Background: an optimization exercise with open tools, aiming at small area and a short achievable clock period. Do not read the settings as production practice.
The RTL was checked by simulation tests, not by an equivalence proof against the original design.
Power and IR drop assume default switching activity.

// breakout_top
module breakout_top (
    input  logic        clk,
    input  logic        rst,
    input  logic [3:0]  ctrl,      
    input  logic        vsync,
    input  logic [20:0] px,        
    output logic [23:0] rgb,       
    output logic        started,
    output logic        over
);
    logic vsync_q, step;
    logic ball_lost;
    always_ff @(posedge clk or negedge rst) begin
        if (!rst) begin
            vsync_q <= 1'b0;
            step    <= 1'b0;
            started <= 1'b0;
            over    <= 1'b0;
        end else begin
            vsync_q <= vsync;
            step    <= vsync & ~vsync_q & started & ~over & ~ctrl[0];
            if (ctrl[3]) started <= 1'b1;
            if (step && ball_lost) over <= 1'b1;
        end
    end
    logic [9:0] padl;            
    logic [9:0] bx, by;          
    logic [3:0] vx;              
    logic [1:0] vym1;            
    logic       dx, dy;          
    logic [4:0] hxp;             
    logic [24:0] alive;
    assign ball_lost = by >= 10'd427;
    logic [9:0] padl_n;
    always_comb begin
        logic [7:0] moved;
        moved  = padl[9:2] + (ctrl[2] ? 8'hFF : 8'h01);
        padl_n = padl;
        if (ctrl[2])      padl_n = (padl > 10'd228) ? {moved, padl[1:0]} : 10'd224;
        else if (ctrl[1]) padl_n = (padl < 10'd484) ? {moved, padl[1:0]} : 10'd488;
    end
    logic [4:0] hx;              
    logic [4:0] hy;              
    logic [24:0] hit;
    logic [4:0] colhit;
    logic bounce_x, bounce_y;
    always_comb begin
        for (int c = 0; c < 5; c++)
            hx[c] = (bx >= 10'(248 + 50 * c)) && (bx <= 10'(300 + 50 * c));
        for (int r = 0; r < 5; r++)
            hy[r] = (by >= 10'(103 + 20 * r)) && (by <= 10'(130 + 20 * r));
        for (int r = 0; r < 5; r++)
            for (int c = 0; c < 5; c++)
                hit[r*5+c] = alive[r*5+c] & hy[r] & hx[c];
  ...
Size: roughly 77 flip-flops, roughly 54 I/O pins, roughly 0.0079 mm^2 of cells after synthesis.
clock: 14.0 ns
lec_check: 0
cap_margin: 20
core_margin: 2
core_utilization: 60
cts_buf_list: sky130_fd_sc_hd__clkbuf_8
slew_margin: 20
standard.sh (not shown) runs the stock make flow with config.mk's settings and CLKGATE_MAP_FILE= SYNTH_SCRIPT=/design/flow/synth_recipe.tcl, a recipe that flattens the netlist after the stock synthesis.
==> flow/flow/run.sh <==
#!/bin/bash
# Standard layout, with buf_2 port buffers and timing repair aiming for 9.3 ns of setup slack.
set -euo pipefail
bash standard.sh "BUFFER_PORTS_ARGS=-buffer_cell sky130_fd_sc_hd__buf_2" SETUP_SLACK_MARGIN=9.3 finish > standard_make.log 2>&1
Next try:
==> flow/flow/run.sh (replaced) <==
#!/bin/bash
# Standard layout, with the port buffers made from buf_2 cells instead of the default pick.
set -euo pipefail
bash standard.sh "BUFFER_PORTS_ARGS=-buffer_cell sky130_fd_sc_hd__buf_2" finish > standard_make.log 2>&1
What happened:
- via count barely changes
- critical path depth increases by 1
- global-route usage is about the same
- setup slack gets worse by 430 ps
- cell area came out lower by 3.8%
- total power fell by 6.3%
- clock skew came out lower by 3.5 ps
- synthesized area does not change
- synthesized cell count does not change
- clock-buffer cell count increases by 1
Next try:
==> flow/flow/run.sh (replaced) <==
#!/bin/bash
# Standard layout, with buf_2 port buffers and timing repair aiming for 9.0 ns of setup slack.
set -euo pipefail
bash standard.sh "BUFFER_PORTS_ARGS=-buffer_cell sky130_fd_sc_hd__buf_2" SETUP_SLACK_MARGIN=9.0 finish > standard_make.log 2>&1
Effect: Cell area rises slightly; combinational power is higher by a few percent; synthesized cell count does not change; die area is unchanged; critical path depth falls by 3; setup slack gets better by 240 ps; fmax grows by a few percent.


Starting RTL as in the previous note.
Settings: LEC_CHECK=0, CAP_MARGIN=20, CORE_MARGIN=2, CORE_UTILIZATION=60, CTS_BUF_LIST=sky130_fd_sc_hd__clkbuf_8, SLEW_MARGIN=20; clock period 14.0 ns.
==> flow/flow/run.sh <==
#!/bin/bash
# Standard layout, with buf_2 port buffers and timing repair aiming for 9.6 ns of setup slack.
set -euo pipefail
bash standard.sh "BUFFER_PORTS_ARGS=-buffer_cell sky130_fd_sc_hd__buf_2" SETUP_SLACK_MARGIN=9.6 finish > standard_make.log 2>&1
Rerun with:
==> flow/flow/run.sh (replaced) <==
#!/bin/bash
# Standard layout, with buf_2 port buffers and timing repair aiming for 9.4 ns of setup slack.
set -euo pipefail
bash standard.sh "BUFFER_PORTS_ARGS=-buffer_cell sky130_fd_sc_hd__buf_2" SETUP_SLACK_MARGIN=9.4 finish > standard_make.log 2>&1
- CORE_UTILIZATION: 60 -> 75
The new run passed the timing, design-rule and antenna checks.
Core utilization rises by 14 points.
Setup slack got worse by 0.17 ns.
Worst hold slack stays flat.
Non-clock buffer count falls by 18.
Sequential share of layout area rises by 0.91 points.
Wire length rises by a few percent.
Cell count falls by a few percent.
Count of clock-buffer cells in the layout does not change.
Register-to-register slack improved by 0.08 ns.
Power falls by a few percent.
Via count rises by a few percent.
Rerun with:
==> flow/flow/run.sh (replaced) <==
#!/bin/bash
# Standard layout, with the port buffers made from buf_4 cells instead of the default pick.
set -euo pipefail
bash standard.sh "BUFFER_PORTS_ARGS=-buffer_cell sky130_fd_sc_hd__buf_4" finish > standard_make.log 2>&1
- CORE_UTILIZATION: 75 -> 40
- CTS_BUF_LIST: sky130_fd_sc_hd__clkbuf_8 -> not set
What happened: Routed wire length drops by 10%. Via count decreases by 11%. Design area drops by 0.64%. Sequential share of layout area barely changes. Core utilization falls by 41 points. Clock power grows by 50%. Setup slack is worse by 0.26 ns. Count of clock-buffer cells in the layout is higher by 1. Total power is lower by 5.0%. Worst hold slack gets better by 0.0081 ns.


## lagoon
breakout_top again, from the RTL that the note above started with.
Design breakout_top, start of the top module:
module breakout_top (
    input  logic        clk,
    input  logic        rst,
    input  logic [3:0]  ctrl,      
    input  logic        vsync,
    input  logic [20:0] px,        
    output logic [23:0] rgb,       
    output logic        started,
    output logic        over
);
==> flow/config.mk <==
export PLATFORM = sky130hd
export DESIGN_NAME = breakout_top
export DESIGN_NICKNAME = breakout_top
export VERILOG_FILES = /design/flow/design.v
export SDC_FILE = /design/flow/constraint.sdc
export NUM_CORES = 4
export LEC_CHECK = 0
export CAP_MARGIN = 20
export CORE_MARGIN = 2
export CORE_UTILIZATION = 60
export CTS_BUF_LIST = sky130_fd_sc_hd__clkbuf_8
export SLEW_MARGIN = 20
==> flow/constraint.sdc <==
create_clock -name core_clock -period 14.0 [get_ports {clk}]
set_input_delay 2.8000 -clock core_clock [delete_from_list [all_inputs] [get_ports {clk}]]
set_output_delay 2.8000 -clock core_clock [all_outputs]
set_load 0.01 [all_outputs]
==> flow/flow/run.sh <==
#!/bin/bash
# Standard layout, with buf_2 port buffers and timing repair aiming for 9.8 ns of setup slack.
set -euo pipefail
bash standard.sh "BUFFER_PORTS_ARGS=-buffer_cell sky130_fd_sc_hd__buf_2" SETUP_SLACK_MARGIN=9.8 finish > standard_make.log 2>&1
Changes in xenon relative to lagoon:
Settings: a change of CORE_UTILIZATION from 60 to 40.
==> flow/flow/run.sh <==
#!/bin/bash
# Standard layout, with the port buffers made from buf_2 cells instead of the default pick.
set -euo pipefail
bash standard.sh "BUFFER_PORTS_ARGS=-buffer_cell sky130_fd_sc_hd__buf_2" finish > standard_make.log 2>&1
[summary]
- Of lagoon and xenon, the run reporting the lower minimum clock period was lagoon.
- Between lagoon and xenon, the difference in clock transition at the register clock pins on the worst setup and hold paths after CTS is negligible.
- Against lagoon, via count in xenon fell by a few percent.
- From lagoon to xenon the numbers moved as follows: count of filler cells inserted in the layout went up 939; count of instances resized after the clock tree is built went down 53; maximum cell stage delay along the critical path went up 0.02 ns; remaining max-slew budget at the tightest pin went up 3.0 points; wire length of the first global-routing pass went down about 6%.
- xenon: setup slack is 0.52 ns lower than what lagoon reported.

[what the ideal ports hide]
The results above use ideal ports. As a check the final layouts listed here were re-extracted and re-timed, cells and wires unchanged.
Step 1: set_driving_cell puts a clkbuf_16 on clk and a buf_2 on each other input, an assumption about the parent block.
Step 2 adds t to the input delays and takes it off the output delays; t is the mean of the earliest and latest rising clock arrival at the registers after step 1. Input paths then give back, and output paths get back, about the clock's delay inside the block.
Slacks: ideal ports / drivers / drivers and shift; pairs: ideal ports / drivers.
| run | t (ns) | setup WS [ns] | clock arrival spread, ns | worst register clock-pin slew, ns | pins driven straight from the clock port |
|---|---|---|---|---|---|
| the first run of note 1 | 0.417 | 9.308 / 9.293 / 8.890 | 0.018 / 0.017 | 0.10 / 0.10 | 1 |
| the second run of note 1 | 0.425 | 8.882 / 8.900 / 8.475 | 0.017 / 0.017 | 0.10 / 0.10 | 1 |
| the third run of note 1 | 0.408 | 9.118 / 9.137 / 8.729 | 0.009 / 0.009 | 0.10 / 0.10 | 1 |
| the first run of note 2 | 0.427 | 9.419 / 9.386 / 8.974 | 0.022 / 0.022 | 0.11 / 0.11 | 1 |
| the second run of note 2 | 0.402 | 9.250 / 9.262 / 8.860 | 0.014 / 0.015 | 0.10 / 0.10 | 1 |
| the third run of note 2 | 0.388 | 8.993 / 9.003 / 8.615 | 0.008 / 0.008 | 0.07 / 0.07 | 1 |
| lagoon | 0.422 | 9.419 / 9.380 / 8.995 | 0.014 / 0.013 | 0.09 / 0.09 | 1 |
| xenon | 0.415 | 8.897 / 8.901 / 8.486 | 0.024 / 0.024 | 0.11 / 0.11 | 1 |
After both steps setup and hold are still met in every run listed. For the first run of note 2, which loses most, drivers alone change the setup slack by -0.033 ns; drivers and shift together by -0.445 ns.
